Context: an optimization exercise on an open-source flow, tuned for small area and a short achievable clock period. The choices shown serve that exercise and are no tape-out recipe.
In this exercise RTL edits were held to simulation tests only and were not proved equivalent to the original.
Power and IR drop assume default switching activity.

## design/flow/config.mk

```make
export PLATFORM = sky130hd
export DESIGN_NAME = avst_to_avmm_fifo
export DESIGN_NICKNAME = avst_to_avmm_fifo
export VERILOG_FILES = /design/flow/design.v
export SDC_FILE = /design/flow/constraint.sdc
export NUM_CORES = 4
export LEC_CHECK = 0
export CAP_MARGIN = 20
export CORE_MARGIN = 2
export CORE_UTILIZATION = 40
export PLACE_DENSITY = 0.6
export SLEW_MARGIN = 20
```

## design/flow/constraint.sdc

```tcl
create_clock -name core_clock -period 5.5 [get_ports {clock}]
set_input_delay 1.1000 -clock core_clock [delete_from_list [all_inputs] [get_ports {clock}]]
set_output_delay 1.1000 -clock core_clock [all_outputs]
set_load 0.01 [all_outputs]
```

## design/flow/design.v

```verilog
package avst_fifo_pkg;
    typedef enum logic [1:0] {
        REG_DATA   = 2'd0,
        REG_LEVEL  = 2'd1,
        REG_THRESH = 2'd2,
        REG_CTRL   = 2'd3
    } reg_addr_e;
    localparam int STAT_EMPTY    = 0;
    localparam int STAT_FULL     = 1;
    localparam int STAT_IRQ_PEND = 2;
    localparam int STAT_IRQ_EN   = 3;
    localparam int STATUS_W      = 4;
    localparam int CTRL_FLUSH  = 0;
    localparam int CTRL_IRQ_EN = 1;
endpackage
module sc_fifo_core #(
    parameter int DATA_W = 32,
    parameter int DEPTH  = 64,
    parameter int LVL_W  = $clog2(DEPTH) + 1
) (
    input  logic              clock,
    input  logic              reset_n,
    input  logic              push_i,
    input  logic              pop_i,
    input  logic              flush_i,
    input  logic [DATA_W-1:0] wdata_i,
    output logic [DATA_W-1:0] head_o,
    output logic [LVL_W-1:0]  level_o,
    output logic              empty_o,
    output logic              full_o
);
    localparam int AW = $clog2(DEPTH);
    logic [DATA_W-1:0] mem [DEPTH];
    logic [AW-1:0]    wr_ptr_q, wr_ptr_d;
    logic [AW-1:0]    rd_ptr_q, rd_ptr_d;
    logic [LVL_W-1:0] level_q,  level_d;
    always_comb begin
        wr_ptr_d = wr_ptr_q;
        rd_ptr_d = rd_ptr_q;
        level_d  = level_q;
        if (flush_i) begin
            wr_ptr_d = '0;
            rd_ptr_d = '0;
            level_d  = '0;
        end else begin
            if (push_i) begin
                wr_ptr_d = wr_ptr_q + AW'(1);
            end
            if (pop_i) begin
                rd_ptr_d = rd_ptr_q + AW'(1);
            end
            case ({push_i, pop_i})
                2'b10:   level_d = level_q + LVL_W'(1);
                2'b01:   level_d = level_q - LVL_W'(1);
                default: level_d = level_q;
            endcase
        end
    end
    always_ff @(posedge clock or negedge reset_n) begin
        if (!reset_n) begin
            wr_ptr_q <= '0;
            rd_ptr_q <= '0;
            level_q  <= '0;
        end else begin
            wr_ptr_q <= wr_ptr_d;
            rd_ptr_q <= rd_ptr_d;
            level_q  <= level_d;
        end
    end
    always_ff @(posedge clock) begin
        if (push_i && !flush_i) begin
            mem[wr_ptr_q] <= wdata_i;
        end
    end
    assign head_o  = mem[rd_ptr_q];
    assign level_o = level_q;
    assign empty_o = (level_q == '0);
    assign full_o  = (level_q == LVL_W'(DEPTH));
endmodule
module avst_to_avmm_fifo #(
    parameter int DATA_W = 32,
    parameter int DEPTH  = 64,
    parameter int LVL_W  = $clog2(DEPTH) + 1
) (
    input  logic              clock,
    input  logic              reset_n,
    input  logic [DATA_W-1:0] sink_data,
    input  logic              sink_valid,
    output logic              sink_ready,
    input  logic [1:0]        mm_address,
    input  logic              mm_read,
    input  logic              mm_write,
    input  logic [31:0]       mm_writedata,
    output logic [DATA_W-1:0] mm_readdata,
    output logic              mm_waitrequest,
    output logic              irq
);
    logic [DATA_W-1:0] head_data;
    logic [LVL_W-1:0]  level;
    logic              empty;
    logic              full;
    logic [LVL_W-1:0]  thresh_q, thresh_d;
    logic              irq_en_q, irq_en_d;
    logic              irq_pend_q, irq_pend_d;
    logic              ready_en_q;
    avst_fifo_pkg::reg_addr_e         addr;
    logic              rd_data;
    logic              wr_thresh;
    logic              wr_ctrl;
    logic              flush;
    logic              push;
    logic              pop;
    logic [DATA_W-1:0]   level_ext;
    logic [DATA_W-1:0]   thresh_ext;
    logic [avst_fifo_pkg::STATUS_W-1:0] status;
    logic                unused_wdata;
    assign addr = avst_fifo_pkg::reg_addr_e'(mm_address);
    always_comb begin
        rd_data        = mm_read && (addr == avst_fifo_pkg::REG_DATA);
        wr_thresh      = mm_write && (addr == avst_fifo_pkg::REG_THRESH);
        wr_ctrl        = mm_write && (addr == avst_fifo_pkg::REG_CTRL);
        flush          = wr_ctrl && mm_writedata[avst_fifo_pkg::CTRL_FLUSH];
        sink_ready     = ready_en_q && !full && !flush;
        push           = sink_valid && sink_ready;
        pop            = rd_data && !empty && !flush;
        mm_waitrequest = rd_data && empty;
    end
    sc_fifo_core #(
        .DATA_W (DATA_W),
        .DEPTH  (DEPTH),
        .LVL_W  (LVL_W)
    ) u_core (
        .clock   (clock),
        .reset_n (reset_n),
        .push_i  (push),
        .pop_i   (pop),
        .flush_i (flush),
        .wdata_i (sink_data),
        .head_o  (head_data),
        .level_o (level),
        .empty_o (empty),
        .full_o  (full)
    );
    always_comb begin
        thresh_d   = wr_thresh ? mm_writedata[LVL_W-1:0] : thresh_q;
        irq_en_d   = wr_ctrl ? mm_writedata[avst_fifo_pkg::CTRL_IRQ_EN] : irq_en_q;
        irq_pend_d = irq_pend_q;
        if (wr_thresh || flush) begin
            irq_pend_d = 1'b0;
        end else if ((thresh_q != '0) && (level >= thresh_q)) begin
            irq_pend_d = 1'b1;
        end
    end
    always_ff @(posedge clock or negedge reset_n) begin
        if (!reset_n) begin
            thresh_q   <= '0;
            irq_en_q   <= 1'b0;
            irq_pend_q <= 1'b0;
            ready_en_q <= 1'b0;
        end else begin
            thresh_q   <= thresh_d;
            irq_en_q   <= irq_en_d;
            irq_pend_q <= irq_pend_d;
            ready_en_q <= 1'b1;
        end
    end
    assign irq = irq_en_q && irq_pend_q;
    genvar gi;
    generate
        for (gi = 0; gi < DATA_W; gi++) begin : g_ext
            if (gi < LVL_W) begin : g_bit
                assign level_ext[gi]  = level[gi];
                assign thresh_ext[gi] = thresh_q[gi];
            end else begin : g_zero
                assign level_ext[gi]  = 1'b0;
                assign thresh_ext[gi] = 1'b0;
            end
        end
    endgenerate
    always_comb begin
        status                = '0;
        status[avst_fifo_pkg::STAT_EMPTY]    = empty;
        status[avst_fifo_pkg::STAT_FULL]     = full;
        status[avst_fifo_pkg::STAT_IRQ_PEND] = irq_pend_q;
        status[avst_fifo_pkg::STAT_IRQ_EN]   = irq_en_q;
    end
    always_comb begin
        mm_readdata = '0;
        if (mm_read) begin
            case (addr)
                avst_fifo_pkg::REG_DATA: begin
                    if (!empty) begin
                        mm_readdata = head_data;
                    end
                end
                avst_fifo_pkg::REG_LEVEL:  mm_readdata = level_ext;
                avst_fifo_pkg::REG_THRESH: mm_readdata = thresh_ext;
                avst_fifo_pkg::REG_CTRL:   mm_readdata[avst_fifo_pkg::STATUS_W-1:0] = status;
                default:    mm_readdata = '0;
            endcase
        end
    end
    assign unused_wdata = ^mm_writedata[31:LVL_W];
endmodule
```

## design/flow/run.sh

```bash
#!/bin/bash
# synth_recipe.tcl (not shown) runs the flow's synth.tcl, then flattens the netlist and writes it again
# the make line also repeats each setting of config.mk as NAME=value (left out here)
make -C /OpenROAD-flow-scripts/flow DESIGN_CONFIG=/design/flow/config.mk WORK_HOME=/design/flow/orfs CLKGATE_MAP_FILE= SYNTH_SCRIPT=/design/flow/synth_recipe.tcl finish
```

==> results.txt <==
-- cell usage after synthesis, types with 7 or more instances --
| master | n |
|---|---|
| nand2_1 | 63 |
| buf_1 | 28 |
| mux4_2 | 552 |
| a21oi_1 | 26 |
| a211oi_1 | 7 |
| mux2i_1 | 141 |
| a31oi_1 | 7 |
| o211ai_1 | 12 |
| nand4_1 | 10 |
| dfrtp_1 | 29 |
| inv_1 | 63 |
| edfxtp_1 | 2048 |
| clkbuf_1 | 77 |
| o21ai_0 | 14 |
| buf_6 | 10 |
| a22oi_1 | 62 |
| mux2_2 | 12 |
| nor2b_1 | 10 |
| nor2_1 | 101 |
| buf_4 | 26 |
| ha_1 | 14 |
| nand3_1 | 54 |
| o221ai_1 | 24 |
| buf_2 | 43 |
-- layer usage --
layer  share of wire (%)  GRT usage, %  vias up
met4                 2.0         4.782        0
li1                    -             -    15500
met1                  42         27.66    20800
met2                  50         32.52     1343
met5                   0             0        -
met3                 6.2         2.886      219
-- flip-flops by register name, summed over array words and instances (netlist names) --
| register | cells |
|---|---|
| thresh_q | 7 |
| u_core.mem | 2048 |
| irq_pend_q | 1 |
| u_core.wr_ptr_q | 6 |
| ready_en_q | 1 |
| u_core.rd_ptr_q | 6 |
| u_core.level_q | 7 |
| irq_en_q | 1 |
-- kinds of logic (layout without fill, tap and decap cells) --
kind of cell,count (synthesis),count (layout),synth area share [%]
AO/OA/AOI/OAI,179,179,1.590
XOR/XNOR,12,12,0.1311
adder cells (fa/ha/maj),15,15,0.2434
buffers and inverters,249,726,1.462
flip-flops,2077,2077,77.61
multiplexers,705,705,17.43
other,1,4,0.004677
AND/OR/NAND/NOR,270,270,1.528
-- worst max-delay path: stages (launching register included) --
cell             delay [ps]
dfrtp_4                 440
buf_12                  160
buf_12                  260
buf_4                   290
mux4_2                  520
mux2i_1                 140
a22oi_1                 160
nand3_1                 380
o221ai_1                390
clkdlybuf4s50_1         600
-- area by class of cell --
class / instances / area, um2 / share of cell area, %
inverters: 64 / 240.2 / 0.2597
well taps: 2656 / 3323 / 3.592
repair buffers: 275 / 2945 / 3.184
multi-input cells: 1182 / 17300 / 18.70
clock buffers: 270 / 5490 / 5.934
clock inverters: 117 / 973.4 / 1.052
diodes: 3 / 7.507 / 0.008114
flip-flops and latches: 2077 / 62240 / 67.27
-- stage by stage --
| step | cells | setup WS (ps) | hold slack, ps | util [%] |
|---|---|---|---|---|
| 6_report | 6644 | 129.8 | 526.6 | 46.39 |
| 5_1_grt | 6642 | 65.78 | 553.2 | 46.38 |
| 4_1_cts | 6640 | 37.05 | 528.7 | 46.34 |
| 3_5_place_dp | 6249 | 356.1 | 513.7 | 43.07 |
| 3_3_place_gp | 6249 | 378.9 | 520.4 | 43.07 |
| 2_1_floorplan | 3508 | 1370 | 493.1 | - |
-- worst min path at each step --
| stage | slack, ps | depth (start not counted) | to |
|---|---|---|---|
| 4_1_cts | 530 | 1 | irq_en_q$_DFFE_PN0N_ |
| 3_5_place_dp | 510 | 1 | irq_en_q$_DFFE_PN0N_ |
| 3_3_place_gp | 520 | 1 | irq_en_q$_DFFE_PN0N_ |
| 5_1_grt | 550 | 1 | irq_en_q$_DFFE_PN0N_ |
| 2_1_floorplan | 490 | 1 | u_core.level_q[6]$_DFFE_PN0P_ |
| 6_report | 530 | 1 | irq_en_q$_DFFE_PN0N_ |
-- where the power goes --
group	total [mW]	switching (mW)	internal (mW)
Combinational	9.06	4.62	4.44
Clock	13.5	5.90	7.56
Sequential	17.9	0.236	17.6
Total	40.4	10.8	29.6
-- repair_timing --
action | 4_1_cts | 5_1_grt
setup buffers | 4 | 0
setup endpoints to repair | 29 | 0
resized for setup | 2 | 0
==> results.txt <==
dpl cell area=85,900 um2; Rows=164; Leak=28.21 nW; Pre-Repair DR Iteration Count=5; CTS tree=done; total wire length=201,000 um; setup TNS=0 ps; Final Max Slew Viols=0; skew final=41.34 ps; synth unique cells=57; Rel. slew slack=20.83%; Final Cycle Share=97.64%; critical path launch point=u_core.rd_ptr_q[0]$_DFFE_PN0P_; R2R Path End=u_core.level_q[6]$_DFFE_PN0P_; clock latency (worst-skew pair)=860 ps; Final Cell Area=92,520 um2; CTS Buffer Depth=3; biggest area consumer among synthesized cells=edfxtp_1; hold-fix buffers at CTS=0; remaining global-route overflow=0; GRT Overall Usage=19.68%; Initial Util=40.20%; die area=204,000 um2; CTS H-tree depth=4; hold crit path type=reg -> reg; most common cell after layout, fill and taps aside=edfxtp_1; worst setup path end=mm_readdata[17]; Clock Sinks=2,077; CP startpoint kind=flop; Mapped Nets=3,594; CP arrival=4270 ps; hold path start=irq_en_q$_DFFE_PN0N_; Fin. Hold Viols=0; Async SR Flop Fraction=1.396%; power per cell area=436.5 nW/um2; vias in the first global route=38,240; Num CTS Buffers=208; root buf cell=clkbuf_16; Mapped Area=80,180 um2; DRC Markers=0; share of the synthesized area in the top cell type=76.70%; largest net degree at the start of global routing=65; vias=37,860; antenna viol nets, final=0; gp weighted congestion=0.7944; Critical Path Sink Type=output port; FMAX=186.2 MHz; CP Data Required Time=4400 ps; Seq/Total Area, Yosys=77.61%; commonest non-fill, non-tap cells in the layout=edfxtp_1 (2,048), mux4_2 (552), clkbuf_16 (210); Synth-to-Final Area Change=15.39%; Core ar.=199,500 um2; vias per cell=5.698; Fillers=16,410; Post-synth top flop=edfxtp_1; Slew @ Worst Pin=1188 ps; status=no timing/DRC/antenna violations; flops & latches, synth=2,077; Worst-path clk slew=60 ps; I/O pin count=106; R2R depth=12; Horiz. Die Dim=451.7 um; WL/cell=30.26 um; Syn Area/Cell=22.86 um2; initial antenna violation count=1; layout cell share with drive strength beyond 1=28.53%; post-layout minimum cycle time=5370 ps; post-detail-place hpwl=110,800 um; Crit Path Class=reg -> out; reg-to-reg slack, setup=1980 ps; Power, Total=40.39 mW; first-pass GRT wire length=285,600 um; DIE HEIGHT=451.7 um; Reg-to-Reg Start=u_core.level_q[1]$_DFFE_PN0P_; setup violators final=0; largest fanout on the critical path=30; post-synthesis cell count=3,508; count of input and output buffers=80; Synth area leaders=edfxtp_1 (77%), mux4_2 (16%), mux2i_1 (1.8%); max_cap viols=0; RSZ-0062 raised after global routing=no; iteration-0 DRC count of the detailed router=4,441; VDD IR max=0.0002681 V; Post-synth EDFFs=2,048; Final nets=3,894; synth warn=2

static timing again, ports no longer ideal:
No port has a modelled driver above. Below, the same layout with a new extraction and two added sets of constraints. Step 1: set_driving_cell puts a clkbuf_16 on clock and a buf_2 on each other input, an assumption about the parent block. Step 2 times the ports against the registers' clock, not the clock port: input delays grow and output delays shrink by t, the midpoint of the rising clock arrivals with the driver on. a / b / c = ideal / step 1 / step 2; a / b = the first two.
t (ns): 0.926
setup WS [ns]: 0.130 / 0.040 / 0.259
latest minus earliest clock arrival (ns): 0.043 / 0.044
cell pins on the clock port's net: 1
After both steps this run still meets setup and hold. The setup slack of this run moves by -0.090 ns with the drivers and by +0.129 ns with both steps.
